From an optimization exercise on the open Yosys and OpenROAD flow, aimed at small area, a short achievable clock period and few clock cycles; shortcuts taken in it are not production practice. At most, simulation tests tie the RTL to the original design; equivalence was not proved. No functional check of the RTL was part of runs 1 and 2. Power figures rest on the tool's default switching activity, not on a simulated workload.

==> flow/design.v <==
`default_nettype none
package octree_pkg;
  typedef logic [16-1:0]   addr_t;
  typedef logic [64-1:0]   word_t;
  typedef logic [3-1:0]  level_t;
  typedef logic [12-1:0]    pos_t;
  typedef logic [12-1:0]   slot_t;
  typedef logic [4-1:0] lod_mask_t;
  typedef enum logic [1:0] {WALK_IDLE, WALK_POP, WALK_READ, WALK_SCAN} walk_state_e;
  typedef enum logic [1:0] {FETCH_IDLE, FETCH_READ, FETCH_WAIT, FETCH_HOLD} fetch_state_e;
endpackage
`default_nettype wire
`timescale 1ns/1ps
`default_nettype none
import octree_pkg::*;
module octree_searcher
(
  input  logic           clk,
  input  logic           rst_n,
  input  logic           start_i,
  input  octree_pkg::lod_mask_t      lod_mask_i,
  output logic           busy_o,
  output logic           done_o,
  output logic           sram_cen_o,
  output octree_pkg::addr_t          sram_addr_o,
  input  octree_pkg::word_t          sram_q_i,
  output octree_pkg::word_t          feature_o,
  output logic           feature_valid_o,
  input  logic           feature_ready_i
);
  function automatic logic [2:0] ffs8(input logic [7:0] m);
    ffs8 = m[0] ? 3'd0 : m[1] ? 3'd1 : m[2] ? 3'd2 : m[3] ? 3'd3 :
           m[4] ? 3'd4 : m[5] ? 3'd5 : m[6] ? 3'd6 : 3'd7;
  endfunction
  logic        s_idle, s_issue, s_data, s_dec, s_adv, s_done;
  logic        qfeat_q;    
  logic [1:0]  lvl_q;      
  logic [1:0]  dep_q;      
  logic [7:0]  m0_q, m1_q, m2_q;   
  logic [7:0]  cap_q;      
  logic [9:0]  slot_q;     
  logic        fbusy_q;
  logic [7:0]  fa_q;       
  logic [7:0]  frest_q;    
  logic [1:0]  fk_q;       
  logic        freq, ffire, rq_free_q, rq_held_q;
  assign freq  = fbusy_q && !s_issue && !s_idle;
  assign ffire = freq && (!qfeat_q || feature_ready_i);
  assign sram_cen_o  = !(rq_free_q || (rq_held_q && feature_ready_i));
  assign sram_addr_o = (s_issue || s_idle) ? {8'b0, slot_q[9:2]} : {5'b0, 1'b1, fa_q, fk_q};
  assign feature_o       = sram_q_i;
  assign feature_valid_o = qfeat_q;
  assign busy_o          = !s_idle;
  assign done_o          = s_done && !fbusy_q && !qfeat_q;
  logic       f_last, f_accept;
  logic [2:0] fn;
  assign f_last   = (fk_q == 2'd3) && (frest_q == 8'd0);
  assign f_accept = !fbusy_q || (ffire && f_last);
  assign fn       = ffs8(frest_q);
  logic [15:0] lane;
  logic [7:0]  cbits, sbits;
  assign lane = sram_q_i[{slot_q[1:0], 4'b0000} +: 16];
  always_comb begin
    for (int i = 0; i < 8; i++) begin
      cbits[i] = lane[2*i];
      sbits[i] = lane[2*i+1];
    end
  end
  logic leaf, any;
  assign leaf = (dep_q == lvl_q);
  assign any  = |cap_q;
  logic [7:0] mp, mp_rest;
  logic       more;
  logic [2:0] n;
  assign mp      = (dep_q == 2'd1) ? m0_q : (dep_q == 2'd2) ? m1_q : m2_q;
  assign mp_rest = mp & (mp - 8'd1);
  assign more    = (dep_q != 2'd0) && (mp_rest != 8'd0);
  assign n       = ffs8(mp_rest);
  logic [3:0] lod_above;
  logic       has_next_lvl;
  logic [1:0] next_lvl;
  always_comb begin
    for (int i = 0; i < 4; i++) lod_above[i] = lod_mask_i[i] && (2'(i) > lvl_q);
    has_next_lvl = |lod_above;
    next_lvl = lod_above[1] ? 2'd1 : lod_above[2] ? 2'd2 : 2'd3;
  end
  logic [2:0] ic;
  logic [9:0] child_slot, sib_slot, par_slot;
  always_comb begin
    ic         = ffs8(cap_q);
    child_slot = {slot_q[6:0] + 7'(ic == 3'd7), 3'(ic + 3'd1)};
    sib_slot   = {slot_q[9:3] + 7'(n == 3'd7), 3'(n + 3'd1)};
    par_slot   = {3'd0, slot_q[9:3] - 7'(slot_q[2:0] == 3'd0)};
  end
  logic dec_desc, dec_hold, handoff, adv, adv_sib, adv_up, adv_end;
  assign dec_desc = s_dec && !leaf && any;
  assign dec_hold = s_dec && leaf && any && !f_accept;
  assign handoff  = s_dec && leaf && any && f_accept;
  assign adv      = s_adv || (s_dec && !dec_desc && !dec_hold);
  assign adv_sib  = adv && more;
  assign adv_up   = adv && !more && (dep_q != 2'd0);
  assign adv_end  = adv && (dep_q == 2'd0);
  logic [7:0] fa_next;
  assign fa_next = {fa_q[7:3] + 5'(fn == 3'd7), 3'(fn + 3'd1)};
  logic n_issue, n_fbusy, n_qfeat, n_idle;
  always_comb begin
    n_qfeat = ffire || (qfeat_q && !feature_ready_i);
    n_fbusy = fbusy_q;
    if (ffire && f_last) n_fbusy = 1'b0;
    if (handoff) n_fbusy = 1'b1;
    n_issue = s_issue;
    if (s_issue && (!qfeat_q || feature_ready_i)) n_issue = 1'b0;
    if (dec_desc || adv_sib || (adv_end && has_next_lvl)) n_issue = 1'b1;
    n_idle = s_idle;
    if (s_idle && start_i) n_idle = 1'b0;
    if (done_o) n_idle = 1'b1;
  end
  always_ff @(posedge clk or negedge rst_n) begin
    if (!rst_n) begin
      s_idle    <= 1'b1;
      s_issue   <= 1'b0;
      s_data    <= 1'b0;
      s_dec     <= 1'b0;
      s_adv     <= 1'b0;
      s_done    <= 1'b0;
      qfeat_q   <= 1'b0;
      fbusy_q   <= 1'b0;
      fk_q      <= 2'd0;
      slot_q    <= 10'd0;
      rq_free_q <= 1'b1;
      rq_held_q <= 1'b0;
    end else begin
      qfeat_q   <= n_qfeat;
      fbusy_q   <= n_fbusy;
      s_issue   <= n_issue;
      s_idle    <= n_idle;
      rq_free_q <= (n_issue || n_fbusy || n_idle) && !n_qfeat;
      rq_held_q <= (n_issue || (n_fbusy && !n_idle)) && n_qfeat;
      if (ffire) fk_q <= fk_q + 2'd1;
      if (s_idle && start_i) begin
        if (lod_mask_i == 4'd0) s_done <= 1'b1;
        else s_data <= 1'b1;
      end
      if (s_issue && (!qfeat_q || feature_ready_i)) s_data <= 1'b1;
      if (s_data) begin
        s_data <= 1'b0;
        s_dec  <= 1'b1;
      end
      if (dec_desc) begin
        s_dec  <= 1'b0;
        slot_q <= child_slot;
      end
      if (adv) begin
        s_dec <= 1'b0;
        s_adv <= adv_up;
      end
      if (adv_sib) slot_q <= sib_slot;
      if (adv_up) slot_q <= par_slot;
      if (adv_end) begin
        slot_q <= 10'd0;
        if (!has_next_lvl) s_done <= 1'b1;
      end
      if (done_o) s_done <= 1'b0;
    end
  end
  always_ff @(posedge clk) begin
    if (s_idle && start_i) begin
      dep_q <= 2'd0;
      lvl_q <= lod_mask_i[0] ? 2'd0 : lod_mask_i[1] ? 2'd1 : lod_mask_i[2] ? 2'd2 : 2'd3;
    end
    if (s_data) cap_q <= leaf ? sbits : cbits;
    if (dec_desc) begin
      dep_q <= dep_q + 2'd1;
      case (dep_q)
        2'd0: m0_q <= cap_q;
        2'd1: m1_q <= cap_q;
        default: m2_q <= cap_q;
      endcase
    end
    if (adv_sib) begin
      case (dep_q)
        2'd1: m0_q <= mp_rest;
        2'd2: m1_q <= mp_rest;
        default: m2_q <= mp_rest;
      endcase
    end
    if (adv_up) dep_q <= dep_q - 2'd1;
    if (adv_end) lvl_q <= next_lvl;
    if (ffire && (fk_q == 2'd3)) begin
      fa_q    <= fa_next;
      frest_q <= frest_q & (frest_q - 8'd1);
    end
    if (handoff) begin
      fa_q    <= child_slot[7:0];
      frest_q <= cap_q & (cap_q - 8'd1);
    end
  end
endmodule
`default_nettype wire
==> flow/flow/run.sh <==
#!/bin/bash
# Standard ORFS layout, with small buffers on the ports instead of the default choice.
set -euo pipefail
export BUFFER_PORTS_ARGS="-buffer_cell sky130_fd_sc_hd__buf_2"
bash standard.sh > standard_make.log 2>&1
==> flow/standard.sh <==
#!/bin/bash
# synth_recipe.tcl (not shown) runs the flow's synth.tcl, then flattens the netlist and writes it again
# the make line also repeats each setting of config.mk as NAME=value (left out here)
make -C /OpenROAD-flow-scripts/flow DESIGN_CONFIG=/design/flow/config.mk WORK_HOME=/design/flow/orfs CLKGATE_MAP_FILE= SYNTH_SCRIPT=/design/flow/synth_recipe.tcl "${@:-finish}"
==> flow/config.mk <==
export PLATFORM = sky130hd
export DESIGN_NAME = octree_searcher
export DESIGN_NICKNAME = octree_searcher
export VERILOG_FILES = /design/flow/design.v
export SDC_FILE = /design/flow/constraint.sdc
export NUM_CORES = 4
export LEC_CHECK = 0
export ABC_AREA = 1
export CAP_MARGIN = 20
export CORE_MARGIN = 2
export CORE_UTILIZATION = 40
export CTS_BUF_LIST = sky130_fd_sc_hd__clkbuf_8
export SETUP_SLACK_MARGIN = 3.25
export SLEW_MARGIN = 20
==> flow/constraint.sdc <==
create_clock -name core_clock -period 6.0 [get_ports {clk}]
set_input_delay 1.2000 -clock core_clock [delete_from_list [all_inputs] [get_ports {clk}]]
set_output_delay 1.2000 -clock core_clock [all_outputs]
set_load 0.01 [all_outputs]
==> results by group, run 1 <==
Logic synthesis
  • Yosys warns: 1
  • Synth Cell Area: 0.005674 mm2
  • Part of the Yosys area used for sequential elements: 0.3250
  • Synth area leaders: edfxtp_1, nand2_1, buf_4
  • Syn_area_per_cell: 7.173 um2
  • Synth async-reset ratio: 0.3014
  • Most common cell in the netlist: nand2_1
  • Synth Instances: 791
  • Synth area leader: edfxtp_1
  • Yosys top cell area share: 0.1429
  • Post-synth top cells: nand2_1, nor2_1, o21ai_0
  • Post-synth EDFFs: 27
  • Post-synthesis cell type count: 49
  • Main synth FF type: edfxtp_1
  • Synth Register Bits: 73

STA
  • Final Setup Violations: 0
  • RSZ-0062 raised after global routing: yes
  • Final max-slew violation count: 0
  • Final Critical Period: 3074 ps
  • Final hold viol count: 0
  • Final Skew: about 8.6 ps
  • Final TNS setup: 0 ps
  • Period utilization: 0.5123
  • Max_slew headroom: 0.4792
  • Final hold slack: 492.1 ps
  • Worst-margin pin slew: between 700 and 800 ps
  • Fmax: 325.3 MHz

Detailed routing
  • Via/cell ratio: approximately 4.9
  • Met2 routed WL: 7847 um
  • Top Metal Used: met4
  • Iteration-0 DRC Markers: ~290
  • Routed WL: approximately 16000 um
  • Met3 wire length: between 600 and 700 um
  • Final ANT Viol Nets: 0
  • Drt wl/cell: approximately 15 um
  • WL met1: approximately 6900 um
  • First-pass detailed-route iteration total: 5
  • DRC: 0
  • Vias: ~5300

Placed design
  • Port-buffer cells: 150
  • Area post-placement: 0.006117 mm2
  • Placed Cells: 1032
  • Placer Congestion: slightly below 0.9
  • Final HPWL DP: roughly 12000 um

Clock tree
  • Max clock buf depth: 2
  • Worst-path clk slew: around 80 ps
  • H-tree Lvls: 3
  • CTS buffer count: 9
  • CTS root buf: clkbuf_8
  • CTS tree: yes
  • Cts hold-fix bufs: 0
  • Later-pin clock latency in the skew report: about 370 ps
  • Clk sinks: 73

Global routing
  • Initial antenna violation count: 0
  • First-pass GRT wire length: between 20000 and 25000 um
  • Global route total overflow: 0
  • Vias in the first global route: about 5000
  • Overall Global Routing Usage: 0.2084
  • Largest net degree at the start of global routing: 36

Die
  • Die width: 123.1 um
  • Core area: approximately 0.014 mm2
  • Initial Utilization: 0.4088
  • # rows: 43
  • Die Footprint: ~0.015 mm2
  • Die H: roughly 120 um
  • Io pins: between 150 and 200

Layout
  • Core Util, Final: 0.4884
  • Share of cells above drive strength 1: 0.3203
  • Fin cells: about 1100
  • Area delta synth->final: 19.47%
  • Fin nets: 978
  • Antenna Cells: 0
  • Cell area after layout: between 0.006 and 0.007 mm2

Outcome
  • Status: no timing/DRC/antenna violations

Worst setup path
  • Worst setup EP type: register
  • Data required time at the worst endpoint: between 6000 and 7000 ps
  • CP arrival: between 3000 and 4000 ps
  • CP Class: reg -> reg
  • Worst Path Max Fanout: 4
  • Startpoint Class: register

Power
  • Peak supply drop: 177.6 uV
  • Pleak: around 3.4 nW
  • Cell Pwr Density: 487.5 mW/mm2

Job
  • Max cap viols: 0

Hold path
  • Worst Hold Class: reg -> reg
-- per-stage QoR --
stage | power (W) | worst slack [ps]
final | 0.003305 | 2926
after floorplan | 0.002164 | 3150
after CTS | 0.003192 | 2974
after detailed placement | 0.002549 | 2650
after global routing | 0.003594 | 2712
after global placement | 0.002539 | 2689
-- critical path, stage by stage, from the launching register on --
cell	delay [ps]
edfxtp_1	420
buf_6	150
ha_4	200
buf_6	150
nand2_4	50
nand3_2	70
nand2_2	110
nand2_2	80
o21bai_4	170
buf_6	110
nand3_2	60
nand2_1	60
nand2_1	60
nand2_1	70
nand2_2	70
ha_4	170
ha_4	150
ha_4	160
ha_4	170
nand3_4	100
nor3_4	50
xor2_1	140
nand2_1	70
nand3_1	60
nand2_1	50
-- registers in the layout, indices dropped and copies added (netlist names), 2 cells and up --
register and count:
dep_q 2, fa_q 8, m2_q 8, cap_q 8, m1_q 8, m0_q 8
fk_q 2, frest_q 7, lvl_q 2, slot_q 10
-- worst paths after layout --
kind	startpoint	to	slack, ps	cells past startpoint
max	dep_q[1]	slot_q[9]	2930	24
min reg2reg	m1_q[0]	m1_q[0]	490	2
min in group asynchronous	rst_n	s_done	780	1
min	m1_q[0]	m1_q[0]	490	2
max reg2reg	dep_q[1]	slot_q[9]	2930	24
max in group asynchronous	rst_n	rq_free_q	4870	1
-- cell families after synthesis --
group	after synthesis	share of synthesized area
buffers and inverters	179	0.1713
xor gates and xnor gates	18	0.02778
DFF	73	0.3250
muxes	16	0.03153
and+or+nand+nor	348	0.2701
AOI/OAI and AO/OA	138	0.1338
other	1	0.0006609
adders and majority gates	18	0.03969
-- cell type report --
type	instances	area, um2
Fill cell	1431	7102
Clock inverter	6	90.09
Timing Repair inverter	1	8.758
Multi-Input combinational cell	543	3159
Inverter	85	341.6
Sequential cell	73	1844
Clock buffer	10	137.6
Timing Repair Buffer	175	972.2
Tap cell	180	225.2
-- power breakdown --
group          switching [W]  leakage [nW]  internal (W)
Combinational        0.00114          2.53      0.000780
Clock               0.000200         0.109      0.000246
Sequential          0.000199         0.717      0.000738
Total                0.00154          3.36       0.00176
-- placed cells by master, fill, tap and decap left out, types with 3 or more instances in the layout --
cell type and count:
a21oi_1 16, a31oi_1 8, buf_2 149, buf_4 20, buf_6 5, clkbuf_8 10
conb_1 5, dfrtp_1 20, dfxtp_1 24, edfxtp_1 27, ha_1 12, ha_4 6
inv_1 79, inv_2 3, mux2_2 15, nand2_1 152, nand2_2 23, nand2_4 7
nand3_1 30, nand3_2 8, nand3_4 5, nand3b_1 4, nor2_1 91, nor2_2 7
nor2_4 4, nor3_1 8, o21ai_0 89, o21ai_1 4, o22ai_1 9, o31ai_1 3
xor2_1 16
-- repair_timing --
action / in CTS / in global routing
setup endpoints to repair: 24 / 67
buffers inserted: 18 / 6
pin swaps: 23 / 21
cloned: 0 / 1
resized for setup: 25 / 34
-- routing by layer --
layer  track usage  vias up
met1        0.2483     2430
li1              -     2688
met5             0        -
met3       0.03921       22
met2        0.3719      141
met4       0.07741        0
==> inputs of run 2 (changes only) <==
--- a/flow/design.v
+++ b/flow/design.v
@@ -34,2 +34,10 @@
   endfunction
+  function automatic logic [7:0] rest8(input logic [7:0] m);
+    logic below;
+    below = 1'b0;
+    for (int i = 0; i < 8; i++) begin
+      rest8[i] = m[i] && below;
+      below = below || m[i];
+    end
+  endfunction
   logic        s_idle, s_issue, s_data, s_dec, s_adv, s_done;
@@ -75,3 +83,3 @@
   assign mp      = (dep_q == 2'd1) ? m0_q : (dep_q == 2'd2) ? m1_q : m2_q;
-  assign mp_rest = mp & (mp - 8'd1);
+  assign mp_rest = rest8(mp);
   assign more    = (dep_q != 2'd0) && (mp_rest != 8'd0);
@@ -88,7 +96,11 @@
   logic [9:0] child_slot, sib_slot, par_slot;
-  always_comb begin
+  logic [6:0] lo_inc, hi_inc, hi_dec;
+  always_comb begin
+    lo_inc     = slot_q[6:0] + 7'd1;
+    hi_inc     = slot_q[9:3] + 7'd1;
+    hi_dec     = slot_q[9:3] - 7'd1;
     ic         = ffs8(cap_q);
-    child_slot = {slot_q[6:0] + 7'(ic == 3'd7), 3'(ic + 3'd1)};
-    sib_slot   = {slot_q[9:3] + 7'(n == 3'd7), 3'(n + 3'd1)};
-    par_slot   = {3'd0, slot_q[9:3] - 7'(slot_q[2:0] == 3'd0)};
+    child_slot = {(ic == 3'd7) ? lo_inc : slot_q[6:0], 3'(ic + 3'd1)};
+    sib_slot   = {(n == 3'd7) ? hi_inc : slot_q[9:3], 3'(n + 3'd1)};
+    par_slot   = {3'd0, (slot_q[2:0] == 3'd0) ? hi_dec : slot_q[9:3]};
   end
@@ -103,3 +115,3 @@
   logic [7:0] fa_next;
-  assign fa_next = {fa_q[7:3] + 5'(fn == 3'd7), 3'(fn + 3'd1)};
+  assign fa_next = {(fn == 3'd7) ? fa_q[7:3] + 5'd1 : fa_q[7:3], 3'(fn + 3'd1)};
   logic n_issue, n_fbusy, n_qfeat, n_idle;
@@ -190,3 +202,3 @@
       fa_q    <= fa_next;
-      frest_q <= frest_q & (frest_q - 8'd1);
+      frest_q <= rest8(frest_q);
     end
@@ -194,3 +206,3 @@
       fa_q    <= child_slot[7:0];
-      frest_q <= cap_q & (cap_q - 8'd1);
+      frest_q <= rest8(cap_q);
     end
==> flow/flow/run.sh (replaced) <==
#!/bin/bash
# Standard ORFS layout, with small buffers on the ports instead of the default choice.
set -euo pipefail
export BUFFER_PORTS_ARGS="-buffer_cell sky130_fd_sc_hd__buf_1"
bash standard.sh > standard_make.log 2>&1
==> run 2 against run 1 <==
Final cell count down 0.84%. Synthesized area down 0.66%. Count of clock-buffer cells in the layout unchanged. Register-to-register slack better by 410 ps. Total power up 3.6%. Sequential power down 1%. Clock skew about the same. Die area down 0.63%. Hold slack better by 8.4 ps. Routed wire length up 3.6%. Critical path type is now in -> out.
==> results by group, run 2 <==
STA
  • Final hold slack: roughly 500 ps
  • Final WS setup: between 3000 and 4000 ps
  • Fmax: 366.9 MHz
  • Final hold viol count: 0
  • Final max-slew violation count: 0
  • Worst-margin pin slew: between 600 and 700 ps
  • Period utilization: 0.4543
  • Final TNS setup: 0 ps
  • Final Setup Violations: 0
  • Max_slew headroom: 0.5365
  • RSZ-0062 raised after global routing: yes
  • Final Skew: roughly 9 ps
  • Final Critical Period: around 2700 ps

Die
  • Initial Utilization: 0.4077
  • # rows: 43
  • Die H: between 100 and 150 um
  • Io pins: ~160
  • Die width: 122.7 um
  • Die Footprint: approximately 0.015 mm2
  • Core area: approximately 0.014 mm2

Logic synthesis
  • Part of the Yosys area used for sequential elements: 0.3272
  • Main synth FF type: edfxtp_1
  • Yosys warns: 1
  • Synth Cell Area: around 0.0056 mm2
  • Synth area leader: edfxtp_1
  • Yosys top cell area share: 0.1438
  • Synth Instances: 767
  • Synth area leaders: edfxtp_1, nand2_1, buf_4
  • Most common cell in the netlist: nand2_1
  • Post-synth EDFFs: 27
  • Synth async-reset ratio: 0.3014
  • Post-synth top cells: nand2_1, nor2_1, o21ai_0
  • Synth Register Bits: between 70 and 80
  • Post-synthesis cell type count: 51
  • Syn_area_per_cell: around 7.3 um2

Clock tree
  • Max clock buf depth: 2
  • CTS tree: yes
  • H-tree Lvls: 3
  • CTS root buf: clkbuf_8
  • Later-pin clock latency in the skew report: approximately 360 ps
  • Cts hold-fix bufs: 0
  • Clk sinks: 73
  • CTS buffer count: 9
  • Worst-path clk slew: 80 ps

Layout
  • Most common cell after layout, fill and taps aside: nand2_1
  • Area delta synth->final: 16.87%
  • Area of the multi-input gates: roughly 0.0031 mm2
  • Fin nets: 966
  • Fillcell total: between 1000 and 1500
  • Max reg flops: 10
  • Fin cells: 1064
  • Antenna Cells: 0
  • Largest reg by FF count: slot_q
  • Most frequent cells in the layout: nand2_1, buf_1, nor2_1
  • Core Util, Final: 0.4764
  • Share of cells above drive strength 1: 0.1878
  • Reg area: roughly 0.0018 mm2

Job
  • Max cap viols: 0

Worst setup path
  • Critical path's slowest cell: buf_1
  • CP peak stage delay: between 150 and 200 ps
  • Worst Path Max Fanout: 2
  • Top Family by Delay on Critical Path: buffers and inverters
  • Startpoint Class: primary input
  • CP Class: in -> out
  • Data required time at the worst endpoint: 4800 ps
  • Crit-path cells: buf_2 > buf_1
  • Worst setup EP type: primary output
  • CP arrival: roughly 1500 ps
  • CP Buf/Inv Count: 2

Placed design
  • Port-buffer cells: 150
  • Dpl ws: 2447 ps
  • Placed Cells: a little over 1000
  • Final HPWL DP: 12270 um
  • Placer Congestion: 0.8319

Power
  • Peak supply drop: 199.5 uV
  • Cell Pwr Density: slightly above 500 mW/mm2
  • Pleak: between 2 and 3 nW

Detailed routing
  • Routed WL: 16270 um
  • First-pass detailed-route iteration total: 4
  • Vias: 5270
  • DRC: 0
  • Iteration-0 DRC Markers: 290
  • Drt wl/cell: between 15 and 20 um
  • Final ANT Viol Nets: 0
  • Via/cell ratio: 4.953

Global routing
  • First-pass GRT wire length: around 24000 um
  • Initial antenna violation count: 0
  • Overall Global Routing Usage: 0.2110
  • Vias in the first global route: between 4000 and 5000
  • Global route total overflow: 0
  • Largest net degree at the start of global routing: 37

Hold path
  • Worst Hold Class: reg -> reg

Outcome
  • Status: no timing/DRC/antenna violations
## run 2: changes by cell type after synthesis, sizes merged, moves of 3 or more
cell and delta:
o21ai +4, nand3b -3, nor2 -5, ha -3, nand2 -13, or2 +4, clkbuf -3, clkinv +3
o31ai +3, nand4 +3, nand3 -11, inv -10
## run 2: area by class of cell
| type | count | area share |
|---|---|---|
| multi-input cells | 531 | 0.4745 |
| flip-flops and latches | 73 | 0.2800 |
| repair buffers | 185 | 0.1297 |
| inverters | 78 | 0.04995 |
| well taps | 180 | 0.03419 |
| clock buffers | 10 | 0.02089 |
| clock inverters | 6 | 0.009877 |
| repair inverters | 1 | 0.0009497 |
## run 2: where the power goes
group,leakage (nW),total [W],internal (W),switching [W]
registers,0.713,0.000923,0.000734,0.000189
logic,1.99,0.00210,0.000820,0.00128
clock network,0.107,0.000404,0.000205,0.000200
total,2.81,0.00342,0.00176,0.00167
## run 2: logic make-up (layout without fill, tap and decap cells)
family                     count (synthesis)  count (layout)  share of synthesized area
DFF                                       73              73                     0.3272
AOI/OAI and AO/OA                        148             148                     0.1461
muxes                                     16              16                    0.03152
and+or+nand+nor                          322             325                     0.2582
buffers and inverters                    170             280                     0.1689
adders and majority gates                 15              15                    0.03330
other                                      1               5                  0.0006653
xor gates and xnor gates                  22              22                    0.03418
## run 2: what timing repair did
| item | in CTS | in global routing |
|---|---|---|
| pin swaps | 10 | 27 |
| setup buffers | 12 | 20 |
| gates cloned | 1 | 3 |
| resized for setup | 31 | 53 |
| setup endpoints to repair | 72 | 44 |
## run 2: per-stage QoR
stage                     total power [W]  instance area, um2
after floorplan                  0.002201                5669
after global placement           0.002585                5833
after detailed placement         0.002589                5833
after CTS                        0.003130                6227
after global routing             0.003694                6588
final                            0.003424                6588
## run 2: worst reg2reg max path, cell delays in order, from the launching register on
cell,delay [ps]
edfxtp_1,470
ha_4,220
inv_4,180
nand3_2,150
nand2_4,110
nand3_4,90
nor2_4,160
a21oi_2,90
nor2_2,100
o21ai_1,70
nand2_1,70
nand2_2,80
ha_4,190
ha_4,150
inv_2,60
nand3_4,100
nand2_8,120
nor2_4,50
nand2_1,60
nand2_1,40
## run 2: per-layer routing
metal / vias up / GRT usage / part of all wire
met1: 2388 / 0.2519 / 0.42
met5: - / 0 / 0
met2: 193 / 0.3671 / 0.50
li1: 2664 / - / -
met4: 0 / 0.09698 / 0.031
met3: 25 / 0.03764 / 0.052
## run 2: path summary, 6_finish.rpt
path,from,end,slack (ps),depth (start not counted)
worst max register to register,dep_q[0],slot_q[9],3340,19
min in group asynchronous,rst_n,s_adv,810,2
worst max-delay path,sram_q_i[61],feature_o[61],3270,2
max in group asynchronous,rst_n,rq_free_q,4900,2
worst min register to register,m0_q[0],m0_q[0],500,2
worst min-delay path,m0_q[0],m0_q[0],500,2
==> inputs of run 3 (changes only) <==
--- a/flow/design.v
+++ b/flow/design.v
@@ -51,3 +51,3 @@
   logic [7:0]  fa_q;       
-  logic [7:0]  frest_q;    
+  logic [7:0]  fmask_q;    
   logic [1:0]  fk_q;       
@@ -62,7 +62,12 @@
   assign done_o          = s_done && !fbusy_q && !qfeat_q;
+  logic [7:0] fafter, frest;
   logic       f_last, f_accept;
   logic [2:0] fn;
-  assign f_last   = (fk_q == 2'd3) && (frest_q == 8'd0);
+  always_comb begin
+    for (int j = 0; j < 8; j++) fafter[j] = (fa_q[2:0] != 3'd0) && (3'(j) >= fa_q[2:0]);
+  end
+  assign frest    = fmask_q & fafter;
+  assign f_last   = (fk_q == 2'd3) && (frest == 8'd0);
   assign f_accept = !fbusy_q || (ffire && f_last);
-  assign fn       = ffs8(frest_q);
+  assign fn       = ffs8(frest);
   logic [15:0] lane;
@@ -79,7 +84,10 @@
   assign any  = |cap_q;
-  logic [7:0] mp, mp_rest;
+  logic [7:0] mp, mp_rest, after;
   logic       more;
   logic [2:0] n;
+  always_comb begin
+    for (int j = 0; j < 8; j++) after[j] = (slot_q[2:0] != 3'd0) && (3'(j) >= slot_q[2:0]);
+  end
   assign mp      = (dep_q == 2'd1) ? m0_q : (dep_q == 2'd2) ? m1_q : m2_q;
-  assign mp_rest = rest8(mp);
+  assign mp_rest = mp & after;
   assign more    = (dep_q != 2'd0) && (mp_rest != 8'd0);
@@ -191,18 +199,8 @@
     end
-    if (adv_sib) begin
-      case (dep_q)
-        2'd1: m0_q <= mp_rest;
-        2'd2: m1_q <= mp_rest;
-        default: m2_q <= mp_rest;
-      endcase
-    end
     if (adv_up) dep_q <= dep_q - 2'd1;
     if (adv_end) lvl_q <= next_lvl;
-    if (ffire && (fk_q == 2'd3)) begin
-      fa_q    <= fa_next;
-      frest_q <= rest8(frest_q);
-    end
+    if (ffire && (fk_q == 2'd3)) fa_q <= fa_next;
     if (handoff) begin
       fa_q    <= child_slot[7:0];
-      frest_q <= rest8(cap_q);
+      fmask_q <= cap_q;
     end
==> flow/flow/run.sh (replaced) <==
#!/bin/bash
# Standard ORFS layout, with small buffers on the ports and a clock tree
# without dummy balancing loads, built from larger sink clusters.
set -euo pipefail
export BUFFER_PORTS_ARGS="-buffer_cell sky130_fd_sc_hd__buf_1"
export CTS_ARGS="-sink_clustering_enable -repair_clock_nets -buf_list sky130_fd_sc_hd__clkbuf_8 -sink_clustering_size 40 -sink_clustering_max_diameter 100 -dont_use_dummy_load"
bash standard.sh > standard_make.log 2>&1
--- a/flow/config.mk
+++ b/flow/config.mk
@@ -11,4 +11,3 @@
 export CORE_UTILIZATION = 40
-export CTS_BUF_LIST = sky130_fd_sc_hd__clkbuf_8
-export SETUP_SLACK_MARGIN = 3.25
+export SETUP_SLACK_MARGIN = 3.2
 export SLEW_MARGIN = 20
==> run 3 against run 2 <==
Worst setup slack got worse by 73 ps. Core utilization shrank 2.5 points. Count of clock-buffer cells in the layout is 1 lower. Die area shrank 6.2%. Sequential power rose by 0.9%. Critical path depth did not move. First-iteration DRC count shrank 1.4%. Register-to-register slack better by 100 ps. Via count is 10% lower. Final cell count is 13% lower. Sequential share of layout area rose by 8.4 points. Global-route usage is 1.1 points lower.
==> results by group, run 3 <==
Job
  • Max cap viols: 0

Power
  • Sequential Power Share: 0.307
  • Pint: ~0.0015 W
  • Power share of the combinational group: 0.596
  • Clock power frac: 0.097
  • Net Sw Power: between 0.0015 and 0.002 W
  • Switching share of total power: 0.5026
  • Pleak: about 2.4 nW
  • Peak supply drop: roughly 150 uV
  • Cell Pwr Density: around 530 mW/mm2

Detailed routing
  • Iteration-0 DRC Markers: between 200 and 300
  • Via/cell ratio: 5.079
  • First-pass detailed-route iteration total: 5
  • Routed WL: 14300 um
  • DRC: 0
  • Vias: roughly 4700
  • Final ANT Viol Nets: 0
  • Drt wl/cell: 15.39 um

Layout
  • Fin nets: around 850
  • Share of cells above drive strength 1: 0.09115
  • Antenna Cells: 0
  • Area delta synth->final: 8.776%
  • Reg area: around 0.0021 mm2
  • Max reg flops: 10
  • Fin cells: 929
  • Core Util, Final: 0.4510
  • Area of the multi-input gates: about 0.0024 mm2
  • Fillcell total: 1327
  • Most common cell after layout, fill and taps aside: buf_1
  • Most frequent cells in the layout: buf_1, nand2_1, nor2_1
  • Largest reg by FF count: slot_q

Global routing
  • Global route total overflow: 0
  • First-pass GRT wire length: 21890 um
  • Overall Global Routing Usage: 0.1998
  • Vias in the first global route: approximately 4300
  • Largest net degree at the start of global routing: 38
  • Initial antenna violation count: 0

Placed design
  • Port-buffer cells: 150
  • Final HPWL DP: 10950 um
  • Placer Congestion: between 0.9 and 1
  • Placed Cells: 911
  • Dpl ws: ~2800 ps

Die
  • Core area: ~0.013 mm2
  • Die width: around 120 um
  • Die Footprint: between 0.01 and 0.015 mm2
  • Die H: roughly 120 um
  • Io pins: roughly 160
  • # rows: slightly above 40
  • Initial Utilization: 0.4146

Logic synthesis
  • Main synth FF type: edfxtp_1
  • Synth area leader: edfxtp_1
  • Part of the Yosys area used for sequential elements: 0.3952
  • Yosys warns: 1
  • Synth area leaders: edfxtp_1, buf_4, dfrtp_1
  • Synth Register Bits: 73
  • Post-synth top cells: nand2_1, nor2_1, buf_4
  • Most common cell in the netlist: nand2_1
  • Synth async-reset ratio: 0.3014
  • Synth Instances: ~670
  • Post-synth EDFFs: between 50 and 60
  • Syn_area_per_cell: between 7 and 8 um2
  • Post-synthesis cell type count: 46
  • Synth Cell Area: approximately 0.0053 mm2
  • Yosys top cell area share: 0.2903

Hold path
  • Worst Hold Class: reg -> reg
  • Hold path depth: 1

Worst setup path
  • Critical path's slowest cell: buf_1
  • Data required time at the worst endpoint: around 4800 ps
  • CP Buf/Inv Count: 2
  • Crit Reg-Reg Startpoint: dep_q[0]
  • CP startpoint: sram_q_i[36]
  • CP Class: in -> out
  • Startpoint Class: primary input
  • Worst Reg2Reg Path Length in Cells: 19
  • Worst Path Max Fanout: 2
  • Worst setup EP type: primary output
  • Most common cell on crit path: buf_1
  • R2R setup slack: 3440 ps
  • CP peak stage delay: between 200 and 250 ps
  • Crit-path cells: buf_1 > buf_1
  • Capturing point of the worst reg2reg path: slot_q[9]
  • Critical Path Stages: 2
  • Worst Setup EP: feature_o[36]
  • Top Family by Delay on Critical Path: buffers and inverters
  • CP arrival: approximately 1600 ps

STA
  • Period utilization: 0.4664
  • Final WS setup: 3202 ps
  • Final Skew: around 21 ps
  • Final TNS setup: 0 ps
  • Worst-margin pin slew: roughly 740 ps
  • Final max-slew violation count: 0
  • RSZ-0062 raised after global routing: yes
  • Final Critical Period: between 2000 and 3000 ps
  • Final Setup Violations: 0
  • Fmax: around 360 MHz
  • Max_slew headroom: 0.5021
  • Final hold viol count: 0

Clock tree
  • CTS buffer count: 9
  • CTS tree: yes
  • Cts hold-fix bufs: 0
  • Max clock buf depth: 2
  • CTS root buf: clkbuf_8
  • Later-pin clock latency in the skew report: 370 ps
  • H-tree Lvls: 3
  • Clk sinks: 73
  • Worst-path clk slew: around 70 ps

Outcome
  • Status: no timing/DRC/antenna violations
==> run 3: stage by stage <==
| step | hold slack (ps) | cell area (um2) | power, W |
|---|---|---|---|
| 6_report | 511.0 | 5738 | 0.003032 |
| 4_1_cts | 518.2 | 5604 | 0.002940 |
| 2_1_floorplan | 473.6 | 5290 | 0.002221 |
| 3_5_place_dp | 506.1 | 5466 | 0.002633 |
| 5_1_grt | 533.5 | 5738 | 0.003304 |
| 3_3_place_gp | 492.3 | 5466 | 0.002615 |
==> run 3: what timing repair did <==
action | 4_1_cts | 5_1_grt
pin swaps | 0 | 2
cloned | 0 | 2
endpoints found under the setup margin | 34 | 24
setup buffers | 0 | 7
resized for setup | 4 | 23
==> run 3: cells by family (layout without fill, tap and decap cells) <==
family,after synthesis,count (layout),share of synthesized area
flops,73,73,0.3952
fa+ha+maj,16,16,0.03795
buf+inv,150,231,0.1625
mux,1,1,0.002135
other cells,1,5,0.0007109
simple gates,311,312,0.2649
compound gates,100,100,0.1051
xor+xnor,19,19,0.03155
==> run 3: power groups by stage <==
stage | clock (W) | combinational (W) | sequential [W]
2_1_floorplan | 0 | 0.00136 | 0.000864
3_3_place_gp | 0 | 0.00169 | 0.000926
3_5_place_dp | 0 | 0.00170 | 0.000932
4_1_cts | 0.000303 | 0.00171 | 0.000924
5_1_grt | 0.000326 | 0.00203 | 0.000952
6_report | 0.000295 | 0.00181 | 0.000931
==> run 3: how the worst min path moves through the flow <==
stage | startpoint | endpoint | slack, ps
2_1_floorplan | fk_q[0] | fk_q[0] | 470
3_3_place_gp | fk_q[0] | fk_q[0] | 490
3_5_place_dp | fk_q[0] | fk_q[0] | 510
4_1_cts | fk_q[0] | fk_q[0] | 520
5_1_grt | fk_q[0] | fk_q[0] | 530
6_report | fk_q[0] | fk_q[0] | 510
==> run 3: cell type report <==
type                       instances  share of cell area
timing repair buffer             161              0.1134
tap                              172             0.03751
inverter                          60             0.04252
multi-input combinational        453              0.4206
sequential                        73              0.3635
timing repair inverter             1           0.0008722
clock buffer                       9             0.02159
==> run 3: routing by layer <==
metal / vias to the layer above / GRT usage / wire length (um)
met5: - / 0 / 0
met4: 0 / 0.09970 / 519
met3: 23 / 0.03065 / 716
met2: 172 / 0.3312 / 6909
met1: 2209 / 0.2535 / 6155
li1: 2314 / - / -
Testbench counts of run 3, summed over its fixed seeds: cycles 55,432.
==> inputs of run 4 (changes only) <==
--- a/flow/config.mk
+++ b/flow/config.mk
@@ -11,3 +11,3 @@
 export CORE_UTILIZATION = 40
-export SETUP_SLACK_MARGIN = 3.2
+export SETUP_SLACK_MARGIN = 3.25
 export SLEW_MARGIN = 20
==> run 4 against run 3 <==
Final cell count rose by 0.32%. Synthesized cell count stayed put. Synthesized area is the same. Count of clock-buffer cells in the layout unchanged. First-iteration DRC count down 5.6%. Non-clock buffer count grew 3. Hold slack about the same. Core utilization is 0.48 points higher. Clock power is essentially flat. Via count is essentially flat. Sequential power is essentially flat. Critical path depth did not move. Critical endpoint is now feature_o[1].
==> results by group, run 4 <==
Worst setup path
  • Worst Reg2Reg Path Length in Cells: 16
  • CP peak stage delay: 170 ps
  • Capturing point of the worst reg2reg path: slot_q[9]
  • CP Class: in -> out
  • CP Buf/Inv Count: 2
  • Startpoint Class: primary input
  • Crit Reg-Reg Startpoint: dep_q[0]
  • Worst Path Max Fanout: 2
  • R2R setup slack: about 3400 ps
  • Worst setup EP type: primary output
  • Data required time at the worst endpoint: roughly 4800 ps
  • Top Family by Delay on Critical Path: buffers and inverters
  • Crit-path cells: buf_1 > buf_1
  • CP arrival: approximately 1500 ps
  • CP startpoint: sram_q_i[1]
  • Most common cell on crit path: buf_1
  • Critical path's slowest cell: buf_1

Logic synthesis
  • Post-synthesis cell type count: 46
  • Most common cell in the netlist: nand2_1
  • Part of the Yosys area used for sequential elements: 0.3952
  • Synth Register Bits: 73
  • Synth area leader: edfxtp_1
  • Synth Cell Area: roughly 0.0053 mm2
  • Yosys top cell area share: 0.2903
  • Post-synth top cells: nand2_1, nor2_1, buf_4
  • Post-synth EDFFs: 51
  • Main synth FF type: edfxtp_1
  • Synth Instances: about 670
  • Synth area leaders: edfxtp_1, buf_4, dfrtp_1
  • Synth async-reset ratio: 0.3014
  • Yosys warns: 1
  • Syn_area_per_cell: approximately 7.9 um2

Power
  • Net Sw Power: around 0.0015 W
  • Power share of the combinational group: 0.602
  • Clock power frac: 0.096
  • Pint: ~0.0015 W
  • Final Power: approximately 0.003 W
  • Switching share of total power: 0.5023
  • Peak supply drop: approximately 150 uV
  • Cell Pwr Density: 530.3 mW/mm2
  • Sequential Power Share: 0.302
  • Pleak: 2.428 nW

STA
  • Final Skew: ~23 ps
  • Final Setup Violations: 0
  • RSZ-0062 raised after global routing: yes
  • Final TNS setup: 0 ps
  • Final WS setup: approximately 3300 ps
  • Max_slew headroom: 0.5086
  • Final hold viol count: 0
  • Final max-slew violation count: 0
  • Worst-margin pin slew: roughly 730 ps
  • Period utilization: 0.4559
  • Final Critical Period: approximately 2700 ps
  • Fmax: approximately 370 MHz

Clock tree
  • Worst-path clk slew: roughly 70 ps
  • CTS buffer count: 9
  • CTS root buf: clkbuf_8
  • Max clock buf depth: 2
  • Cts hold-fix bufs: 0
  • CTS tree: yes
  • Clk sinks: 73
  • Later-pin clock latency in the skew report: about 370 ps
  • H-tree Lvls: 3

Detailed routing
  • Drt wl/cell: approximately 15 um
  • Via/cell ratio: 5.067
  • Iteration-0 DRC Markers: 270
  • Vias: approximately 4700
  • DRC: 0
  • Routed WL: 14410 um
  • Final ANT Viol Nets: 0
  • First-pass detailed-route iteration total: 5

Global routing
  • First-pass GRT wire length: roughly 22000 um
  • Initial antenna violation count: 0
  • Largest net degree at the start of global routing: 38
  • Overall Global Routing Usage: 0.2002
  • Vias in the first global route: between 4000 and 5000
  • Global route total overflow: 0

Layout
  • Fillcell total: approximately 1300
  • Max reg flops: 10
  • Share of cells above drive strength 1: 0.1105
  • Fin nets: 850
  • Area delta synth->final: 9.938%
  • Antenna Cells: 0
  • Largest reg by FF count: slot_q
  • Most common cell after layout, fill and taps aside: buf_1
  • Most frequent cells in the layout: buf_1, nand2_1, nor2_1

Placed design
  • Placer Congestion: between 0.9 and 1
  • Dpl ws: ~2800 ps
  • Final HPWL DP: around 11000 um
  • Port-buffer cells: 150

Die
  • Die H: about 120 um
  • Io pins: roughly 160
  • # rows: 41
  • Initial Utilization: 0.4146
  • Die Footprint: 0.01412 mm2
  • Die width: between 100 and 150 um
  • Core area: ~0.013 mm2

Hold path
  • Worst Hold Class: reg -> reg
  • Hold path depth: 1
  • Hold Path End: fk_q[0]
  • Min-Delay Startpoint: fk_q[0]

Job
  • Max cap viols: 0

Outcome
  • Status: no timing/DRC/antenna violations
==> run 4: cell counts after synthesis <==
No cell type changed its count.
==> run 4: repair_timing <==
item | CTS | global route
cloned | 0 | 2
setup endpoints to repair | 46 | 30
pin swaps | 0 | 2
setup buffers | 1 | 9
resized for setup | 14 | 28
==> run 4: layout make-up <==
type                            instances  area [um2]  share of cell area
Sequential cell                        73        2087              0.3599
Timing Repair inverter                  1       5.005           0.0008630
Timing Repair Buffer                  164       684.4              0.1180
Inverter                               60       251.5             0.04337
Tap cell                              172       215.2             0.03711
Multi-Input combinational cell        453        2432              0.4194
Clock buffer                            9       123.9             0.02136
==> run 4: logic make-up (layout without fill, tap and decap cells) <==
kind of cell / count (synthesis) / count (layout) / synth area share
adder cells (fa/ha/maj): 16 / 16 / 0.03795
multiplexers: 1 / 1 / 0.002135
XOR/XNOR: 19 / 19 / 0.03155
other: 1 / 5 / 0.0007109
flip-flops: 73 / 73 / 0.3952
AO/OA/AOI/OAI: 100 / 100 / 0.1051
AND/OR/NAND/NOR: 311 / 312 / 0.2649
buffers and inverters: 150 / 234 / 0.1625
==> run 4: through the flow <==
step,util,instance area [um2],hold slack [ps],cells
detailed placement,0.4297,5466,506.1,911
global route,0.4558,5799,533.5,932
global placement,0.4297,5466,492.3,911
floorplan,-,5290,473.6,675
finish,0.4558,5799,510.6,932
CTS,0.4423,5627,518.2,921
==> run 4: routing by layer <==
metal,part of all wire,vias up,track usage,routed length [um]
li1,-,2325,-,-
met1,0.42,2191,0.2535,6017
met2,0.48,179,0.3330,6969
met3,0.062,27,0.03065,891
met4,0.037,0,0.09896,527
met5,0,-,0,0
==> run 4: worst max-delay path by stage <==
| stage | end | slack [ps] | cells past startpoint |
|---|---|---|---|
| finish | feature_o[1] | 3260 | 2 |
| global route | sram_cen_o | 3230 | 3 |
| CTS | slot_q[9] | 3260 | 19 |
| detailed placement | fa_q[6] | 2770 | 10 |
| global placement | fa_q[5] | 2840 | 10 |
| floorplan | sram_cen_o | 3400 | 1 |
==> run 4: power by group through the flow <==
stage,Sequential [W],Combinational [W],Clock [W]
global placement,0.000926,0.00169,0
CTS,0.000926,0.00172,0.000303
floorplan,0.000864,0.00136,0
detailed placement,0.000932,0.00170,0
finish,0.000928,0.00185,0.000296
global route,0.000951,0.00207,0.000326
==> inputs of run 5 (changes only) <==
--- a/flow/config.mk
+++ b/flow/config.mk
@@ -10,3 +10,4 @@
 export CORE_MARGIN = 2
-export CORE_UTILIZATION = 40
+export CORE_UTILIZATION = 55
+export PLACE_DENSITY = 0.7
 export SETUP_SLACK_MARGIN = 3.25
==> run 5 against run 4 <==
Still clean on timing, DRC and antenna. Critical path depth is the same. Die area shrank 26%. Synthesized area stayed put. Combinational power decreased by 2%. First-iteration DRC count grew 34%. Routed wire length fell by 1.5%. Sequential share of layout area increased by 0.45 points. Via count rose by 2.5%. Clock power about the same. Critical endpoint is now feature_o[62]. Largest power group unchanged.
==> results by group, run 5 <==
Global routing
  • Vias in the first global route: between 4000 and 5000
  • First-pass GRT wire length: 21700 um
  • Global route total overflow: 0
  • Initial antenna violation count: 0
  • Overall Global Routing Usage: 0.2723
  • Largest net degree at the start of global routing: 38

Worst setup path
  • Worst Path Max Fanout: 2
  • CP peak stage delay: between 150 and 200 ps
  • Data required time at the worst endpoint: 4800 ps
  • Most common cell on crit path: buf_1
  • CP Buf/Inv Count: 2
  • Crit-path cells: buf_1 > buf_1
  • Top Family by Delay on Critical Path: buffers and inverters
  • CP arrival: roughly 1600 ps
  • Worst setup EP type: primary output
  • Startpoint Class: primary input
  • Critical path's slowest cell: buf_1
  • CP Class: in -> out

Clock tree
  • H-tree Lvls: 3
  • Worst-path clk slew: 70 ps
  • CTS root buf: clkbuf_8
  • Later-pin clock latency in the skew report: approximately 370 ps
  • CTS buffer count: 9
  • Clk sinks: 73
  • Max clock buf depth: 2
  • Cts hold-fix bufs: 0
  • CTS tree: yes

Layout
  • Antenna Cells: 0
  • Max reg flops: 10
  • Cell area after layout: 0.005734 mm2
  • Fillcell total: 880
  • Most common cell after layout, fill and taps aside: buf_1
  • Share of cells above drive strength 1: 0.1039
  • Fin nets: 850
  • Area delta synth->final: 8.705%
  • Fin cells: about 900
  • Largest reg by FF count: slot_q
  • Reg area: between 0.002 and 0.0025 mm2
  • Most frequent cells in the layout: buf_1, nand2_1, nor2_1
  • Area of the multi-input gates: ~0.0024 mm2

Logic synthesis
  • Part of the Yosys area used for sequential elements: 0.3952
  • Synth area leaders: edfxtp_1, buf_4, dfrtp_1
  • Synth Cell Area: 0.005275 mm2
  • Syn_area_per_cell: approximately 7.9 um2
  • Post-synthesis cell type count: 46
  • Main synth FF type: edfxtp_1
  • Synth Instances: between 600 and 700
  • Yosys warns: 1
  • Synth Register Bits: 73
  • Post-synth top cells: nand2_1, nor2_1, buf_4
  • Yosys top cell area share: 0.2903
  • Synth async-reset ratio: 0.3014
  • Post-synth EDFFs: between 50 and 60
  • Synth area leader: edfxtp_1
  • Most common cell in the netlist: nand2_1

Detailed routing
  • Routed WL: around 14000 um
  • Via/cell ratio: between 5 and 6
  • Iteration-0 DRC Markers: around 360
  • Final ANT Viol Nets: 0
  • DRC: 0
  • Drt wl/cell: about 16 um
  • Vias: 4838
  • First-pass detailed-route iteration total: 5

Power
  • Final Power: 0.003043 W
  • Peak supply drop: 267.6 uV
  • Cell Pwr Density: approximately 530 mW/mm2
  • Pleak: 2.421 nW

STA
  • Period utilization: 0.4584
  • Final Critical Period: around 2800 ps
  • Final max-slew violation count: 0
  • RSZ-0062 raised after global routing: yes
  • Final hold slack: between 500 and 600 ps
  • Final Skew: around 37 ps
  • Final Setup Violations: 0
  • Final TNS setup: 0 ps
  • Fmax: approximately 360 MHz
  • Final hold viol count: 0
  • Max_slew headroom: 0.5138
  • Worst-margin pin slew: around 730 ps

Die
  • # rows: 35
  • Die H: between 100 and 150 um
  • Die width: roughly 100 um
  • Initial Utilization: 0.5682
  • Core area: 0.009284 mm2
  • Die Footprint: about 0.010 mm2
  • Io pins: ~160

Placed design
  • Port-buffer cells: 150
  • Placed Cells: just under 900
  • Final HPWL DP: 10750 um
  • Area post-placement: about 0.0054 mm2
  • Placer Congestion: approximately 0.96

Hold path
  • Worst Hold Class: reg -> reg

Outcome
  • Status: no timing/DRC/antenna violations

Job
  • Max cap viols: 0
-- run 5: cell count changes in the layout (fill, tap and decap cells not counted), sizes merged --
cell / previous run / this run
buf: 162 / 163
clkbuf: 11 / 10
clkinv: 2 / 0
clkinvlp: 1 / 2
nor2: 104 / 105
-- run 5: metrics by stage --
step                utilization  setup WS [ps]
global route             0.6177           3187
floorplan                     -           3400
global placement         0.5822           2892
finish                   0.6177           3250
detailed placement       0.5822           2754
CTS                      0.6024           3252
-- run 5: final timing paths --
kind,cells past startpoint,start,slack (ps),to
worst min register to register,1,fk_q[0],530,fk_q[0]
max in group asynchronous,2,rst_n,4910,rq_free_q
min in group asynchronous,2,rst_n,810,qfeat_q
worst max-delay path,2,sram_q_i[62],3250,feature_o[62]
worst min-delay path,1,fk_q[0],530,fk_q[0]
worst max register to register,18,dep_q[1],3380,slot_q[7]
-- run 5: report_power, final --
part	internal [W]	leakage (nW)	switching (W)
combinational	0.000614	1.62	0.00120
clock	0.000134	0.0647	0.000161
sequential	0.000770	0.732	0.000165
-- run 5: per-layer routing --
layer	GRT usage	share of wire	vias up
li1	-	-	2308
met2	0.4626	0.48	200
met3	0.05540	0.061	35
met1	0.3402	0.43	2295
met4	0.1118	0.030	0
met5	0	0	-
-- run 5: logic make-up (layout without fill, tap and decap cells) --
family / count (synthesis) / count (layout) / synth area share
mux: 1 / 1 / 0.002135
flops: 73 / 73 / 0.3952
other cells: 1 / 5 / 0.0007109
fa+ha+maj: 16 / 16 / 0.03795
buf+inv: 150 / 233 / 0.1625
compound gates: 100 / 100 / 0.1051
simple gates: 311 / 313 / 0.2649
xor+xnor: 19 / 19 / 0.03155
-- run 5: area by class of cell --
type	count	area share
multi-input cells	454	0.4213
flip-flops and latches	73	0.3644
repair buffers	164	0.1213
inverters	60	0.04320
well taps	129	0.02815
clock buffers	9	0.02160
-- run 5: what timing repair did --
item	4_1_cts	5_1_grt
pin swaps	0	3
endpoints found under the hold margin	0	0
cloned	0	2
endpoints found under the setup margin	50	28
resized for setup	13	23
setup buffers	3	8
==> inputs of run 6 (changes only) <==
--- a/flow/design.v
+++ b/flow/design.v
@@ -34,10 +34,2 @@
   endfunction
-  function automatic logic [7:0] rest8(input logic [7:0] m);
-    logic below;
-    below = 1'b0;
-    for (int i = 0; i < 8; i++) begin
-      rest8[i] = m[i] && below;
-      below = below || m[i];
-    end
-  endfunction
   logic        s_idle, s_issue, s_data, s_dec, s_adv, s_done;
@@ -53,6 +45,6 @@
   logic [1:0]  fk_q;       
-  logic        freq, ffire, rq_free_q, rq_held_q;
+  logic        freq, ffire;
   assign freq  = fbusy_q && !s_issue && !s_idle;
   assign ffire = freq && (!qfeat_q || feature_ready_i);
-  assign sram_cen_o  = !(rq_free_q || (rq_held_q && feature_ready_i));
+  assign sram_cen_o  = qfeat_q && !feature_ready_i;
   assign sram_addr_o = (s_issue || s_idle) ? {8'b0, slot_q[9:2]} : {5'b0, 1'b1, fa_q, fk_q};
@@ -124,15 +116,2 @@
   assign fa_next = {(fn == 3'd7) ? fa_q[7:3] + 5'd1 : fa_q[7:3], 3'(fn + 3'd1)};
-  logic n_issue, n_fbusy, n_qfeat, n_idle;
-  always_comb begin
-    n_qfeat = ffire || (qfeat_q && !feature_ready_i);
-    n_fbusy = fbusy_q;
-    if (ffire && f_last) n_fbusy = 1'b0;
-    if (handoff) n_fbusy = 1'b1;
-    n_issue = s_issue;
-    if (s_issue && (!qfeat_q || feature_ready_i)) n_issue = 1'b0;
-    if (dec_desc || adv_sib || (adv_end && has_next_lvl)) n_issue = 1'b1;
-    n_idle = s_idle;
-    if (s_idle && start_i) n_idle = 1'b0;
-    if (done_o) n_idle = 1'b1;
-  end
   always_ff @(posedge clk or negedge rst_n) begin
@@ -149,13 +128,11 @@
       slot_q    <= 10'd0;
-      rq_free_q <= 1'b1;
-      rq_held_q <= 1'b0;
     end else begin
-      qfeat_q   <= n_qfeat;
-      fbusy_q   <= n_fbusy;
-      s_issue   <= n_issue;
-      s_idle    <= n_idle;
-      rq_free_q <= (n_issue || n_fbusy || n_idle) && !n_qfeat;
-      rq_held_q <= (n_issue || (n_fbusy && !n_idle)) && n_qfeat;
-      if (ffire) fk_q <= fk_q + 2'd1;
+      qfeat_q <= ffire || (qfeat_q && !feature_ready_i);
+      if (ffire) begin
+        fk_q <= fk_q + 2'd1;
+        if (f_last) fbusy_q <= 1'b0;
+      end
+      if (handoff) fbusy_q <= 1'b1;
       if (s_idle && start_i) begin
+        s_idle <= 1'b0;
         if (lod_mask_i == 4'd0) s_done <= 1'b1;
@@ -163,3 +140,6 @@
       end
-      if (s_issue && (!qfeat_q || feature_ready_i)) s_data <= 1'b1;
+      if (s_issue && (!qfeat_q || feature_ready_i)) begin
+        s_issue <= 1'b0;
+        s_data  <= 1'b1;
+      end
       if (s_data) begin
@@ -169,4 +149,5 @@
       if (dec_desc) begin
-        s_dec  <= 1'b0;
-        slot_q <= child_slot;
+        s_dec   <= 1'b0;
+        s_issue <= 1'b1;
+        slot_q  <= child_slot;
       end
@@ -176,3 +157,6 @@
       end
-      if (adv_sib) slot_q <= sib_slot;
+      if (adv_sib) begin
+        s_issue <= 1'b1;
+        slot_q  <= sib_slot;
+      end
       if (adv_up) slot_q <= par_slot;
@@ -180,5 +164,9 @@
         slot_q <= 10'd0;
-        if (!has_next_lvl) s_done <= 1'b1;
+        if (has_next_lvl) s_issue <= 1'b1;
+        else s_done <= 1'b1;
       end
-      if (done_o) s_done <= 1'b0;
+      if (done_o) begin
+        s_done <= 1'b0;
+        s_idle <= 1'b1;
+      end
     end
--- a/flow/config.mk
+++ b/flow/config.mk
@@ -10,4 +10,3 @@
 export CORE_MARGIN = 2
-export CORE_UTILIZATION = 55
-export PLACE_DENSITY = 0.7
+export CORE_UTILIZATION = 40
 export SETUP_SLACK_MARGIN = 3.25
==> run 6 against run 5 <==
Still clean on timing, DRC and antenna. Register-to-register slack improved by 100 ps. Non-clock buffer count is 3 higher. Total power grew 1.9%. Maximum frequency hardly changed. Synthesized area down 1.2%. First-iteration DRC count down 32%. Clock power about the same. Sequential share of layout area fell by 1.3 points. Routed wire length is 3.1% lower. Final cell count up 4.6%. Critical path type unchanged. Critical endpoint is now sram_cen_o. Largest power group unchanged.
==> results by group, run 6 <==
Outcome
  • Status: no timing/DRC/antenna violations

Worst setup path
  • Critical path's slowest cell: nor2_4
  • Data required time at the worst endpoint: ~4800 ps
  • Worst Path Max Fanout: 3
  • CP arrival: 1550 ps
  • Crit-path cells: buf_6 > nor2_4 > buf_6
  • CP peak stage delay: between 100 and 150 ps
  • Startpoint Class: primary input
  • Most common cell on crit path: buf_6
  • CP Class: in -> out
  • Worst setup EP type: primary output
  • Top Family by Delay on Critical Path: buffers and inverters
  • CP Buf/Inv Count: 2

Placed design
  • Dpl ws: about 2900 ps
  • Placer Congestion: 0.9384
  • Port-buffer cells: 150
  • Final HPWL DP: between 10000 and 15000 um
  • Area post-placement: around 0.0054 mm2

Die
  • Core area: around 0.013 mm2
  • Die H: 118.2 um
  • Die Footprint: between 0.01 and 0.015 mm2
  • Io pins: about 160
  • # rows: 41
  • Die width: around 120 um
  • Initial Utilization: 0.4114

STA
  • Period utilization: 0.4582
  • Final Critical Period: 2749 ps
  • Final WS setup: 3251 ps
  • Final Skew: around 38 ps
  • Final Setup Violations: 0
  • Worst-margin pin slew: a little under 700 ps
  • Final hold viol count: 0
  • RSZ-0062 raised after global routing: yes
  • Max_slew headroom: 0.5446
  • Fmax: 363.7 MHz
  • Final TNS setup: 0 ps
  • Final max-slew violation count: 0

Logic synthesis
  • Synth area leaders: edfxtp_1, buf_4, nand2_1
  • Synth area leader: edfxtp_1
  • Yosys warns: 1
  • Synth async-reset ratio: 0.2817
  • Syn_area_per_cell: approximately 8 um2
  • Synth Cell Area: approximately 0.0052 mm2
  • Post-synth EDFFs: 51
  • Synth Register Bits: 71
  • Most common cell in the netlist: nand2_1
  • Post-synthesis cell type count: 44
  • Main synth FF type: edfxtp_1
  • Post-synth top cells: nand2_1, nor2_1, buf_4
  • Yosys top cell area share: 0.2938
  • Synth Instances: between 600 and 700
  • Part of the Yosys area used for sequential elements: 0.3901

Layout
  • Most common cell after layout, fill and taps aside: buf_1
  • Share of cells above drive strength 1: 0.1121
  • Antenna Cells: 0
  • Max reg flops: 10
  • Largest reg by FF count: slot_q
  • Cell area after layout: between 0.005 and 0.006 mm2
  • Area delta synth->final: 11.21%
  • Fin nets: roughly 850
  • Most frequent cells in the layout: buf_1, nand2_1, nor2_1

Detailed routing
  • Routed WL: 13760 um
  • Iteration-0 DRC Markers: ~250
  • First-pass detailed-route iteration total: 4
  • Drt wl/cell: between 10 and 15 um
  • DRC: 0
  • Vias: about 4500
  • Via/cell ratio: 4.890
  • Final ANT Viol Nets: 0

Job
  • Max cap viols: 0

Global routing
  • Largest net degree at the start of global routing: 39
  • First-pass GRT wire length: between 20000 and 25000 um
  • Global route total overflow: 0
  • Initial antenna violation count: 0
  • Overall Global Routing Usage: 0.1936
  • Vias in the first global route: roughly 4400

Clock tree
  • Worst-path clk slew: roughly 60 ps
  • H-tree Lvls: 3
  • CTS root buf: clkbuf_8
  • Later-pin clock latency in the skew report: 360 ps
  • Cts hold-fix bufs: 0
  • CTS tree: yes
  • Max clock buf depth: 2
  • CTS buffer count: 9
  • Clk sinks: between 70 and 80

Power
  • Peak supply drop: slightly below 200 uV
  • Cell Pwr Density: ~530 mW/mm2
  • Pleak: approximately 2.5 nW

Hold path
  • Worst Hold Class: reg -> reg
[run 6: changes by cell type after synthesis, moves of 3 or more]
cell / previous run / this run
xnor2_1: 3 / 0
o21ai_0: 59 / 51
inv_2: 9 / 13
xor2_1: 16 / 22
buf_2: 1 / 4
nand2_1: 129 / 132
nand3_1: 43 / 34
o21ai_1: 2 / 6
[run 6: metal layers]
| metal | vias to the layer above | routed length [um] | track usage |
|---|---|---|---|
| met1 | 2076 | 5826 | 0.2359 |
| met5 | - | 0 | 0 |
| li1 | 2295 | - | - |
| met3 | 17 | 807 | 0.02413 |
| met4 | 0 | 321 | 0.07756 |
| met2 | 160 | 6807 | 0.3450 |
[run 6: logic make-up after synthesis]
logic type               share of synthesized area
buffers and inverters                       0.1651
adder cells (fa/ha/maj)                    0.03841
AND/OR/NAND/NOR                             0.2576
other                                    0.0007194
multiplexers                              0.002160
flip-flops                                  0.3901
XOR/XNOR                                   0.03696
AO/OA/AOI/OAI                               0.1090
[run 6: report_power, final]
group	total [W]	switching [W]	internal (W)	leakage, nW
combinational	0.00187	0.00118	0.000685	1.68
sequential	0.000941	0.000170	0.000771	0.715
clock	0.000292	0.000158	0.000134	0.0647
total	0.00310	0.00151	0.00159	2.46
[run 6: path summary, 6_finish.rpt]
path                       slack (ps)            start  cells after the start         end
max                              3250  feature_ready_i                      3  sram_cen_o
min                               500          fk_q[0]                      1     fk_q[0]
max reg2reg                      3480         dep_q[0]                     15   slot_q[9]
min reg2reg                       500          fk_q[0]                      1     fk_q[0]
max in group asynchronous        4920            rst_n                      2      s_idle
min in group asynchronous         810            rst_n                      2   slot_q[5]
[run 6: layout make-up]
class	count	area, um2
fill	1308	6874
multi-input combinational	447	2395
sequential	71	2036
timing repair buffer	167	759.5
inverter	63	262.8
tap	172	215.2
clock buffer	9	123.9
timing repair inverter	1	5.005
[run 6: repair_timing]
action / 4_1_cts / 5_1_grt
gates resized for setup: 16 / 18
setup endpoints to repair: 19 / 26
endpoints found under the hold margin: 0 / 0
buffers inserted: 1 / 12
pin swaps: 2 / 3
cloned: 1 / 2
[run 6: worst register-to-register path, cell delays in order, from the launching register on]
cell and delay (ps):
edfxtp_1 460, ha_2 260, inv_2 190, nor2_1 50, nand3b_1 170, or2_2 280
nand2_1 70, nand2_1 40, nand2_1 80, inv_1 50, ha_1 210, ha_4 200
o21ai_4 210, inv_2 50, nand2_1 60, nand2_1 40
[run 6: stage by stage]
stage,hold WS (ps),util,instances,power (W)
6_report,497.2,0.4575,930,0.003101
2_1_floorplan,469.0,-,670,0.002217
3_3_place_gp,492.6,0.4265,905,0.002579
3_5_place_dp,496.5,0.4265,905,0.002605
5_1_grt,549.0,0.4575,930,0.003399
4_1_cts,509.2,0.4409,916,0.002928
Testbench counts of run 6, summed over its fixed seeds: cycles 55,432.
==> inputs of run 7 (changes only) <==
--- a/flow/config.mk
+++ b/flow/config.mk
@@ -11,3 +11,3 @@
 export CORE_UTILIZATION = 40
-export SETUP_SLACK_MARGIN = 3.25
+export SETUP_SLACK_MARGIN = 3.3
 export SLEW_MARGIN = 20
==> run 7 against run 6 <==
Highest routed layer unchanged. Synthesized cell count unchanged. Non-clock buffer count grew 9. Largest power group unchanged. Maximum frequency down 0.44%. Global-route usage up 0.58 points. Sequential cell count unchanged.
==> results by group, run 7 <==
Logic synthesis
  • Synth Cell Area: between 0.005 and 0.006 mm2
  • Synth Instances: roughly 670
  • Synth async-reset ratio: 0.2817
  • Post-synthesis cell type count: 44
  • Post-synth top cells: nand2_1, nor2_1, buf_4
  • Main synth FF type: edfxtp_1
  • Synth Register Bits: around 70
  • Yosys top cell area share: 0.2938
  • Synth area leader: edfxtp_1
  • Synth area leaders: edfxtp_1, buf_4, nand2_1
  • Yosys warns: 1
  • Syn_area_per_cell: about 7.8 um2
  • Part of the Yosys area used for sequential elements: 0.3901
  • Post-synth EDFFs: 51
  • Most common cell in the netlist: nand2_1

Worst setup path
  • R2R setup slack: ~3500 ps
  • Startpoint Class: primary input
  • CP Buf/Inv Count: 2
  • CP Class: in -> out
  • Critical path's slowest cell: nor2_4
  • Top Family by Delay on Critical Path: buffers and inverters
  • Most common cell on crit path: buf_6
  • CP arrival: between 1500 and 2000 ps
  • CP startpoint: feature_ready_i
  • Data required time at the worst endpoint: between 4000 and 5000 ps
  • CP peak stage delay: 140 ps
  • Crit-path cells: buf_6 > nor2_4 > buf_6
  • Worst setup EP type: primary output
  • Crit Reg-Reg Startpoint: cap_q[6]
  • Worst Path Max Fanout: 3

Clock tree
  • CTS root buf: clkbuf_8
  • Clk sinks: 71
  • Cts hold-fix bufs: 0
  • CTS buffer count: 9
  • CTS tree: yes
  • Later-pin clock latency in the skew report: between 300 and 400 ps
  • Max clock buf depth: 2
  • H-tree Lvls: 3
  • Worst-path clk slew: 60 ps

Layout
  • Antenna Cells: 0
  • Share of cells above drive strength 1: 0.1512
  • Fillcell total: between 1000 and 1500
  • Area of the multi-input gates: ~0.0024 mm2
  • Most frequent cells in the layout: nand2_1, buf_1, nor2_1
  • Largest reg by FF count: slot_q
  • Max reg flops: 10
  • Most common cell after layout, fill and taps aside: nand2_1
  • Fin nets: 857
  • Reg area: roughly 0.0020 mm2
  • Area delta synth->final: 13.42%

Placed design
  • Final HPWL DP: 10580 um
  • Dpl ws: 2903 ps
  • Port-buffer cells: 150
  • Placer Congestion: 0.9384

Hold path
  • Min-Delay Startpoint: fk_q[0]
  • Worst Hold Class: reg -> reg

STA
  • Fmax: between 300 and 400 MHz
  • Period utilization: 0.4603
  • Worst-margin pin slew: slightly below 700 ps
  • Max_slew headroom: 0.5405
  • Final max-slew violation count: 0
  • Final Setup Violations: 0
  • Final Skew: ~40 ps
  • Final WS setup: around 3200 ps
  • Final Critical Period: between 2000 and 3000 ps
  • RSZ-0062 raised after global routing: yes
  • Final hold viol count: 0
  • Final TNS setup: 0 ps

Detailed routing
  • DRC: 0
  • Drt wl/cell: 14.96 um
  • First-pass detailed-route iteration total: 5
  • Final ANT Viol Nets: 0
  • Iteration-0 DRC Markers: approximately 270
  • Routed WL: ~14000 um
  • Vias: between 4000 and 5000
  • Via/cell ratio: a little under 5

Die
  • # rows: around 40
  • Die Footprint: 0.01396 mm2
  • Io pins: between 150 and 200
  • Die H: ~120 um
  • Die width: 118.2 um
  • Initial Utilization: 0.4114
  • Core area: approximately 0.013 mm2

Global routing
  • Grt met1 use: 0.2412
  • GR met3 Demand/Resource: 0.02365
  • Initial antenna violation count: 0
  • Global route total overflow: 0
  • First-pass GRT wire length: between 20000 and 25000 um
  • Vias in the first global route: about 4500
  • Global Route met2 Usage: 0.3569
  • Overall Global Routing Usage: 0.1994
  • GRT Max-Usage Layer: met2
  • Largest net degree at the start of global routing: 37

Power
  • Cell Pwr Density: 536.2 mW/mm2
  • Peak supply drop: a little under 200 uV
  • Pleak: around 2.6 nW

Outcome
  • Status: no timing/DRC/antenna violations

Job
  • Max cap viols: 0
run 7: changes by cell type in the layout (fill, tap and decap cells not counted):
cell / delta
o21ai_0: -1
buf_1: -20
buf_4: +9
buf_6: +1
ha_1: -1
inv_4: +1
buf_2: +16
clkbuf_16: -1
bufbuf_16: +1
ha_2: +1
inv_2: -1
o21ai_2: +1
clkbuf_2: +3
run 7: layout make-up:
class / count / share of cell area
repair inverters: 1 / 0.0008466
multi-input cells: 447 / 0.4061
inverters: 63 / 0.04487
clock buffers: 9 / 0.02095
flip-flops and latches: 71 / 0.3443
well taps: 172 / 0.03640
repair buffers: 176 / 0.1465
run 7: worst paths after layout:
path                       cells after the start         end
min in group asynchronous                      2   slot_q[5]
max in group asynchronous                      2      s_idle
min reg2reg                                    1     fk_q[0]
max                                            3  sram_cen_o
max reg2reg                                   13   slot_q[6]
min                                            1     fk_q[0]
run 7: timing repair:
| action | CTS | global route |
|---|---|---|
| endpoints found under the setup margin | 34 | 22 |
| pin swaps | 3 | 1 |
| cloned | 3 | 0 |
| setup buffers | 5 | 17 |
| gates resized for setup | 38 | 21 |
| endpoints found under the hold margin | 0 | 0 |
run 7: worst register-to-register path: stages (launching register included):
cell	delay (ps)
edfxtp_1	480
a21oi_1	190
o21bai_1	70
a21oi_1	250
ha_1	210
ha_2	240
nand2_1	70
nor2_1	200
xor2_1	240
inv_1	90
nand2_1	80
nand2_1	80
nand3_1	90
nand2_1	50
run 7: stage by stage:
stage	instances	utilization	cell area (um2)	hold WS, ps	power (W)
after floorplan	670	-	5228	469.0	0.002217
after global placement	905	0.4265	5404	492.6	0.002579
after detailed placement	905	0.4265	5404	496.5	0.002605
after CTS	922	0.4501	5703	509.2	0.003026
after global routing	939	0.4666	5912	560.7	0.003465
final	939	0.4666	5912	501.3	0.003170
run 7: cell families after synthesis:
logic type      count (synthesis)  share of synthesized area
other cells                     1                  0.0007194
fa+ha+maj                      16                    0.03841
simple gates                  302                     0.2576
mux                             1                   0.002160
xor+xnor                       22                    0.03696
flops                          71                     0.3901
buf+inv                       153                     0.1651
compound gates                100                     0.1090
run 7: report_power, final:
part,internal [W],switching [W]
registers,0.000771,0.000162
logic,0.000734,0.00121
clock network,0.000134,0.000159
run 7: layer usage:
layer | vias up | routed length, um
met1 | 2131 | 6009
met3 | 29 | 656
met4 | 0 | 436
li1 | 2311 | -
met2 | 169 | 6940
met5 | - | 0

Re-timed with assumed drivers on the ports (clkbuf_16 on the clock, buf_2 on other inputs), run 7 has 3.206 ns of setup slack against 3.238 ns with ideal ports, and 3.082 ns once port delays also move by the mid clock arrival of 0.376 ns.
